What follows belongs to an exercise in optimizing a design on an open flow for small area, a short achievable clock period and few clock cycles; a production flow would make more cautious choices. At most, simulation tests tie the RTL to the original design; equivalence was not proved.

Setup of fjord:
// axi_interconnect
module axi_interconnect (
    input  logic                                         axi_clk,
    input  logic                                         arst_n,
    input  logic [axi_ic_pkg::N_MST*axi_ic_pkg::ID_W-1:0]   m_axi_arid,
    input  logic [axi_ic_pkg::N_MST*axi_ic_pkg::ADDR_W-1:0] m_axi_araddr,
    input  logic [axi_ic_pkg::N_MST*axi_ic_pkg::LEN_W-1:0]  m_axi_arlen,
    input  logic [axi_ic_pkg::N_MST*3-1:0]                  m_axi_arsize,
    input  logic [axi_ic_pkg::N_MST*2-1:0]                  m_axi_arburst,
    input  logic [axi_ic_pkg::N_MST-1:0]                    m_axi_arvalid,
    output logic [axi_ic_pkg::N_MST-1:0]                    m_axi_arready,
    output logic [axi_ic_pkg::N_MST*axi_ic_pkg::ID_W-1:0]   m_axi_rid,
    output logic [axi_ic_pkg::N_MST*axi_ic_pkg::DATA_W-1:0] m_axi_rdata,
    output logic [axi_ic_pkg::N_MST*2-1:0]                  m_axi_rresp,
    output logic [axi_ic_pkg::N_MST-1:0]                    m_axi_rlast,
    output logic [axi_ic_pkg::N_MST-1:0]                    m_axi_rvalid,
    input  logic [axi_ic_pkg::N_MST-1:0]                    m_axi_rready,
    output logic [axi_ic_pkg::N_SLV*axi_ic_pkg::SID_W-1:0]  s_axi_arid,
    output logic [axi_ic_pkg::N_SLV*axi_ic_pkg::ADDR_W-1:0] s_axi_araddr,
    output logic [axi_ic_pkg::N_SLV*axi_ic_pkg::LEN_W-1:0]  s_axi_arlen,
    output logic [axi_ic_pkg::N_SLV*3-1:0]                  s_axi_arsize,
    output logic [axi_ic_pkg::N_SLV*2-1:0]                  s_axi_arburst,
    output logic [axi_ic_pkg::N_SLV-1:0]                    s_axi_arvalid,
    input  logic [axi_ic_pkg::N_SLV-1:0]                    s_axi_arready,
    input  logic [axi_ic_pkg::N_SLV*axi_ic_pkg::SID_W-1:0]  s_axi_rid,
    input  logic [axi_ic_pkg::N_SLV*axi_ic_pkg::DATA_W-1:0] s_axi_rdata,
    input  logic [axi_ic_pkg::N_SLV*2-1:0]                  s_axi_rresp,
    input  logic [axi_ic_pkg::N_SLV-1:0]                    s_axi_rlast,
    input  logic [axi_ic_pkg::N_SLV-1:0]                    s_axi_rvalid,
    output logic [axi_ic_pkg::N_SLV-1:0]                    s_axi_rready
);
Size in the first run: about 40 flip-flops, ~580 I/O pins, roughly 8500 um^2 of cells after synthesis.
Settings: LEC_CHECK=0, CAP_MARGIN=20, CORE_AREA=40 40 160 160, DIE_AREA=0 0 200 200, SETUP_SLACK_MARGIN=1.6, SLEW_MARGIN=20; clock period 4.5 ns.
standard.sh (not shown) runs the stock make flow with config.mk's settings and CLKGATE_MAP_FILE= SYNTH_SCRIPT=/design/flow/synth_recipe.tcl, a recipe that flattens the netlist after the stock synthesis.
==> flow/flow/run.sh <==
#!/bin/bash
# The standard layout with two changes:
#  - plain buf_1 cells as the port buffers, instead of the delay buffers that
#    buffer_ports picks by default;
#  - a222oi_1 is not used: its three-high pull-up stack is slow, and the
#    one-hot multiplexers map to a22oi + nand2 instead.
set -euo pipefail
export BUFFER_PORTS_ARGS="-buffer_cell sky130_fd_sc_hd__buf_1"
cp config.mk own_config.mk
echo 'export DONT_USE_CELLS = sky130_fd_sc_hd__a222oi_1' >> own_config.mk
sed "s#DESIGN_CONFIG=[^ ]*#DESIGN_CONFIG=$PWD/own_config.mk#" standard.sh > own_standard.sh
bash own_standard.sh finish > standard.log 2>&1
fjord completed end to end with timing, DRC and antenna clean.
Testbench counts of fjord, summed over its fixed seeds: cycles 7,526.
Edits applied to the flow inputs when going from fjord to amber:
Settings: ABC_AREA: unset -> 1.
### Flow results
Between fjord and amber, number of inserted diodes is higher for fjord, amber comes in under that. Reported for fjord and amber, async set or reset register ratio after synthesis turned out identical to the last digit. On area fraction in and, or, nand and nor cells after synthesis: amber sits below fjord. Maximum frequency grows by a few percent when moving from fjord to amber.
#### Input delta (pepper over amber)
Settings: ABC_AREA removed (was 1); CORE_AREA changed from 40 40 160 160 to 25 25 175 175.
Notes after the runs:
pepper — register-to-register slack 270 ps lower, amber as reference. From amber to pepper the numbers moved as follows: largest incremental delay on the critical path moved down, final cell count shows an increase of 8.4%.
#### Input delta (ember over pepper)
Settings: ABC_AREA: unset -> 1; SETUP_SLACK_MARGIN: 1.6 -> 1.7; CORE_AREA: 25 25 175 175 -> 40 40 160 160.
Findings:
In the metrics for pepper and ember, the one carrying the lower count of clock-buffer cells in the layout is pepper. Per the comparison of ember with pepper, synthesis-to-layout area growth decreased 0.62 points, final instance count without filler cells decreased 7.8%, number of buffers added for setup after CTS increased 7, worst-case reg-to-reg path depth increased 1. Finished layout cell area, pepper and ember: higher on pepper. Post-cts gate resize count | ember above pepper. Compared with pepper, ember shows total of plain and repair buffers excluding clock buffers higher by 1.2%. Sequential share of layout area: pepper and ember compared, higher one is ember. In ember, the post-synthesis instance area came out 2.5% below the value in pepper.

---

axi_interconnect again, from the RTL that the note above started with.
==> flow/config.mk <==
export PLATFORM = sky130hd
export DESIGN_NAME = axi_interconnect
export DESIGN_NICKNAME = axi_interconnect
export VERILOG_FILES = /design/flow/design.v
export SDC_FILE = /design/flow/constraint.sdc
export NUM_CORES = 4
export LEC_CHECK = 0
export CAP_MARGIN = 20
export CORE_AREA = 40 40 160 160
export DIE_AREA = 0 0 200 200
export SETUP_SLACK_MARGIN = 2.0
export SLEW_MARGIN = 20
==> flow/constraint.sdc <==
create_clock -name core_clock -period 4.5 [get_ports {axi_clk}]
set_input_delay 0.9000 -clock core_clock [delete_from_list [all_inputs] [get_ports {axi_clk}]]
set_output_delay 0.9000 -clock core_clock [all_outputs]
set_load 0.01 [all_outputs]
Scripts as last shown in full above: flow/flow/run.sh
Testbench counts at the start, summed over its fixed seeds: cycles 7,526.
Then changed:
--- a/flow/config.mk
+++ b/flow/config.mk
@@ -7,6 +7,6 @@
 export LEC_CHECK = 0
 export CAP_MARGIN = 20
-export CORE_AREA = 40 40 160 160
+export CORE_AREA = 25 25 175 175
 export DIE_AREA = 0 0 200 200
-export SETUP_SLACK_MARGIN = 2.0
+export SETUP_SLACK_MARGIN = 1.2
 export SLEW_MARGIN = 20
The new run ran to the end with no violations.
Global-route usage drops by 4.8 points.
Sequential share of layout area climbs by 1.1 points.
Utilization drops by 37 points.
Synthesized area stays the same.
Wire length drops by 23%.
Sequential cell count does not change.
Final area drops by 15%.
Register-to-register slack barely changes.
Then changed:
--- a/flow/config.mk
+++ b/flow/config.mk
@@ -7,6 +7,6 @@
 export LEC_CHECK = 0
 export CAP_MARGIN = 20
-export CORE_AREA = 25 25 175 175
+export CORE_AREA = 45 45 155 155
 export DIE_AREA = 0 0 200 200
-export SETUP_SLACK_MARGIN = 1.2
+export SETUP_SLACK_MARGIN = 1.7
 export SLEW_MARGIN = 20
=>
- design area came out higher by 1.0%
- final cell count came out lower by 6.2%
- die area stays the same
- worst setup slack gains 0.37 ns
- routed wire length came out higher by 29%
- worst hold slack gains 0.032 ns
Then changed:
--- a/flow/config.mk
+++ b/flow/config.mk
@@ -7,5 +7,5 @@
 export LEC_CHECK = 0
 export CAP_MARGIN = 20
-export CORE_AREA = 45 45 155 155
+export CORE_AREA = 40 40 160 160
 export DIE_AREA = 0 0 200 200
 export SETUP_SLACK_MARGIN = 1.7
The changed run went through all stages and came out clean.
Cell area came out higher slightly.
Synthesized cell count is unchanged.
Wire length shrinks by a little under a tenth.
Final cell count climbs by a few percent.

---

== raven ==
axi_interconnect again, from the RTL that the note above started with.
export LEC_CHECK = 0
export ABC_AREA = 1
export CAP_MARGIN = 20
export CORE_AREA = 35 35 165 165
export DIE_AREA = 0 0 200 200
export SETUP_SLACK_MARGIN = 1.7
export SLEW_MARGIN = 20
create_clock -name core_clock -period 4.5 [get_ports {axi_clk}]
Scripts as last shown in full above: flow/flow/run.sh
Testbench counts of raven, summed over its fixed seeds: cycles 7,526.
Here is what was changed in the inputs of violet compared with raven.
# raven
export LEC_CHECK = 0
export ABC_AREA = 1
export CAP_MARGIN = 20
export CORE_AREA = 35 35 165 165
export DIE_AREA = 0 0 200 200
export SETUP_SLACK_MARGIN = 1.7
export SLEW_MARGIN = 20
create_clock -name core_clock -period 4.5 [get_ports {axi_clk}]
# violet
export LEC_CHECK = 0
export CAP_MARGIN = 20
export CORE_AREA = 25 25 175 175
export CTS_CLUSTER_DIAMETER = 400
export CTS_CLUSTER_SIZE = 60
export DIE_AREA = 0 0 200 200
export SETUP_SLACK_MARGIN = 1.6
export SLEW_MARGIN = 20
create_clock -name core_clock -period 4.5 [get_ports {axi_clk}]
Summary of violet over raven: final instance area grew by 1.2%.
violet: no failed stages, no open violations at the end
The following lists how zinc was set up differently from violet:
# violet
export LEC_CHECK = 0
export CAP_MARGIN = 20
export CORE_AREA = 25 25 175 175
export CTS_CLUSTER_DIAMETER = 400
export CTS_CLUSTER_SIZE = 60
export DIE_AREA = 0 0 200 200
export SETUP_SLACK_MARGIN = 1.6
export SLEW_MARGIN = 20
create_clock -name core_clock -period 4.5 [get_ports {axi_clk}]
# zinc
export LEC_CHECK = 0
export ABC_AREA = 1
export CAP_MARGIN = 20
export CORE_AREA = 40 40 160 160
export DIE_AREA = 0 0 200 200
export GPL_ROUTABILITY_DRIVEN = 0
export SETUP_SLACK_MARGIN = 1.7
export SLEW_MARGIN = 20
create_clock -name core_clock -period 4.5 [get_ports {axi_clk}]
Results
Per the final summary, zinc finished and its layout is clean on timing, DRC and antenna.
Portion of the clock cycle consumed by the worst path in the final layout was lower in zinc than in violet.
Count of clock-buffer cells in the layout is lower on violet
Run comparison: zinc start point of the critical path m_axi_arvalid[1]; violet start point of the critical path u_r_router.cand[6]
Input-level comparison between onyx and zinc:
# zinc
export LEC_CHECK = 0
export ABC_AREA = 1
export CAP_MARGIN = 20
export CORE_AREA = 40 40 160 160
export DIE_AREA = 0 0 200 200
export GPL_ROUTABILITY_DRIVEN = 0
export SETUP_SLACK_MARGIN = 1.7
export SLEW_MARGIN = 20
create_clock -name core_clock -period 4.5 [get_ports {axi_clk}]
# onyx
export LEC_CHECK = 0
export CAP_MARGIN = 20
export CORE_AREA = 25 25 175 175
export DIE_AREA = 0 0 200 200
export SETUP_SLACK_MARGIN = 2.0
export SLEW_MARGIN = 20
create_clock -name core_clock -period 4.5 [get_ports {axi_clk}]
Results
Clock-cell share of area across onyx and zinc: no real change. Area: onyx vs zinc -> onyx larger. For onyx, the main combinational cell family by area after synthesis was simple AND/OR/NAND/NOR gates, unlike zinc, where it was compound AO/OA/AOI/OAI gates. Taking zinc as the reference, in onyx final-report hold violation count roughly the same, post-synthesis to final-layout area growth higher.
Input changes introduced in cedar (baseline for comparison: onyx):
# onyx
export LEC_CHECK = 0
export CAP_MARGIN = 20
export CORE_AREA = 25 25 175 175
export DIE_AREA = 0 0 200 200
export SETUP_SLACK_MARGIN = 2.0
export SLEW_MARGIN = 20
create_clock -name core_clock -period 4.5 [get_ports {axi_clk}]
# cedar
export LEC_CHECK = 0
export ABC_AREA = 1
export CAP_MARGIN = 20
export CORE_AREA = 40 40 160 160
export DIE_AREA = 0 0 200 200
export SETUP_SLACK_MARGIN = 1.8
export SLEW_MARGIN = 20
create_clock -name core_clock -period 4.5 [get_ports {axi_clk}]
Findings:
Sort onyx and cedar by total setup buffers inserted after CTS, descending, and onyx comes first.
simple AND/OR/NAND/NOR gates as the dominant combinational cell family by area after synthesis was reported by onyx, and compound AO/OA/AOI/OAI gates by cedar.
Cell at the slowest stage of the critical path = sky130_fd_sc_hd__and3_4: onyx; cell at the slowest stage of the critical path = sky130_fd_sc_hd__dfstp_4: cedar
cedar has less setup slack than onyx.
Between cedar and onyx, it is cedar whose number of clock buffers in the layout is higher, by 1.
Against onyx, cedar comes in about 5.4% higher on global-route wire length before repair.
Final wirelength: cedar higher than onyx
A commonest non-fill, non-tap cell in the layout of sky130_fd_sc_hd__buf_1 is what cedar shows, while sky130_fd_sc_hd__nand2_1 belongs to onyx.
In cedar the final cycle utilization of the critical path turned out 1.5 points higher than in onyx.

---

Another version of the RTL of axi_interconnect (not shown whole).
Size: about 1400 cells after synthesis, about 40 flip-flops, roughly 8400 um^2 of cells after synthesis.
==> flow/design.v (excerpt) <==
module axi_interconnect (
    input  logic                                         axi_clk,
    input  logic                                         arst_n,
    input  logic [axi_ic_pkg::N_MST*axi_ic_pkg::ID_W-1:0]   m_axi_arid,
    input  logic [axi_ic_pkg::N_MST*axi_ic_pkg::ADDR_W-1:0] m_axi_araddr,
    input  logic [axi_ic_pkg::N_MST*axi_ic_pkg::LEN_W-1:0]  m_axi_arlen,
    input  logic [axi_ic_pkg::N_MST*3-1:0]                  m_axi_arsize,
    input  logic [axi_ic_pkg::N_MST*2-1:0]                  m_axi_arburst,
    input  logic [axi_ic_pkg::N_MST-1:0]                    m_axi_arvalid,
    output logic [axi_ic_pkg::N_MST-1:0]                    m_axi_arready,
    output logic [axi_ic_pkg::N_MST*axi_ic_pkg::ID_W-1:0]   m_axi_rid,
    output logic [axi_ic_pkg::N_MST*axi_ic_pkg::DATA_W-1:0] m_axi_rdata,
    output logic [axi_ic_pkg::N_MST*2-1:0]                  m_axi_rresp,
    output logic [axi_ic_pkg::N_MST-1:0]                    m_axi_rlast,
    output logic [axi_ic_pkg::N_MST-1:0]                    m_axi_rvalid,
    input  logic [axi_ic_pkg::N_MST-1:0]                    m_axi_rready,
    output logic [axi_ic_pkg::N_SLV*axi_ic_pkg::SID_W-1:0]  s_axi_arid,
    output logic [axi_ic_pkg::N_SLV*axi_ic_pkg::ADDR_W-1:0] s_axi_araddr,
    output logic [axi_ic_pkg::N_SLV*axi_ic_pkg::LEN_W-1:0]  s_axi_arlen,
    output logic [axi_ic_pkg::N_SLV*3-1:0]                  s_axi_arsize,
    output logic [axi_ic_pkg::N_SLV*2-1:0]                  s_axi_arburst,
    output logic [axi_ic_pkg::N_SLV-1:0]                    s_axi_arvalid,
    input  logic [axi_ic_pkg::N_SLV-1:0]                    s_axi_arready,
    input  logic [axi_ic_pkg::N_SLV*axi_ic_pkg::SID_W-1:0]  s_axi_rid,
    input  logic [axi_ic_pkg::N_SLV*axi_ic_pkg::DATA_W-1:0] s_axi_rdata,
    input  logic [axi_ic_pkg::N_SLV*2-1:0]                  s_axi_rresp,
    input  logic [axi_ic_pkg::N_SLV-1:0]                    s_axi_rlast,
    input  logic [axi_ic_pkg::N_SLV-1:0]                    s_axi_rvalid,
    output logic [axi_ic_pkg::N_SLV-1:0]                    s_axi_rready
);
Settings: LEC_CHECK=0, CAP_MARGIN=20, CORE_AREA=25 25 175 175, DIE_AREA=0 0 200 200, SETUP_SLACK_MARGIN=2.2, SLEW_MARGIN=20; clock period 4.5 ns.
Scripts as last shown in full above: flow/flow/run.sh
Then changed:
SETUP_SLACK_MARGIN = 1.9   (was 2.2)
What happened:
- non-clock buffer count drops by 178
- wire length drops by 28%
- cell count drops by 8.3%
- worst setup slack gains 160 ps
- fmax climbs by 5.8%
- utilization drops by 33 points
- final area drops by 41%
- area after synthesis is unchanged
- sequential share of layout area climbs by 4.3 points
No functional check of the RTL was part of any run of this note.

==> separate check: timing with driven ports <==
How much do the figures lean on ideal ports? The routed layouts below were timed once more, with nothing changed but the port constraints. Step 1: set_driving_cell puts a clkbuf_16 on axi_clk and a buf_2 on each other input, an assumption about the parent block. Step 2 moves the port delays by t, midway between the first and last clock arrival at a register: inputs arrive t later, outputs are due t later. That takes back most of the time a late clock gives input paths. Three values: no drivers, after step 1, after step 2; two values: the first two.
run	t (ns)	setup slack, ns	latest minus earliest clock arrival (ns)
fjord	0.316	1.570 / 1.482 / 1.482	0.005 / 0.005
amber	0.333	1.643 / 1.551 / 1.551	0.006 / 0.006
pepper	0.329	1.655 / 1.564 / 1.564	0.006 / 0.006
ember	0.332	1.713 / 1.653 / 1.653	0.007 / 0.007
the first run of note 2	0.328	1.826 / 1.727 / 1.530	0.006 / 0.006
the second run of note 2	0.330	1.304 / 1.263 / 1.339	0.005 / 0.005
the third run of note 2	0.322	1.678 / 1.637 / 1.642	0.003 / 0.004
the fourth run of note 2	0.315	1.745 / 1.681 / 1.625	0.005 / 0.006
raven	0.334	1.735 / 1.673 / 1.673	0.008 / 0.008
violet	0.329	1.655 / 1.564 / 1.564	0.006 / 0.006
zinc	0.331	1.691 / 1.538 / 1.538	0.003 / 0.002
onyx	0.333	1.827 / 1.769 / 1.570	0.012 / 0.012
cedar	0.332	1.760 / 1.710 / 1.712	0.009 / 0.009
the first run of note 4	0.331	1.655 / 1.624 / 1.523	0.006 / 0.006
the second run of note 4	0.324	1.811 / 1.723 / 1.723	0.009 / 0.009
After both steps every run listed still meets setup and hold. For the first run of note 2, which loses most, drivers alone change the setup slack by -0.099 ns; drivers and shift together by -0.296 ns.
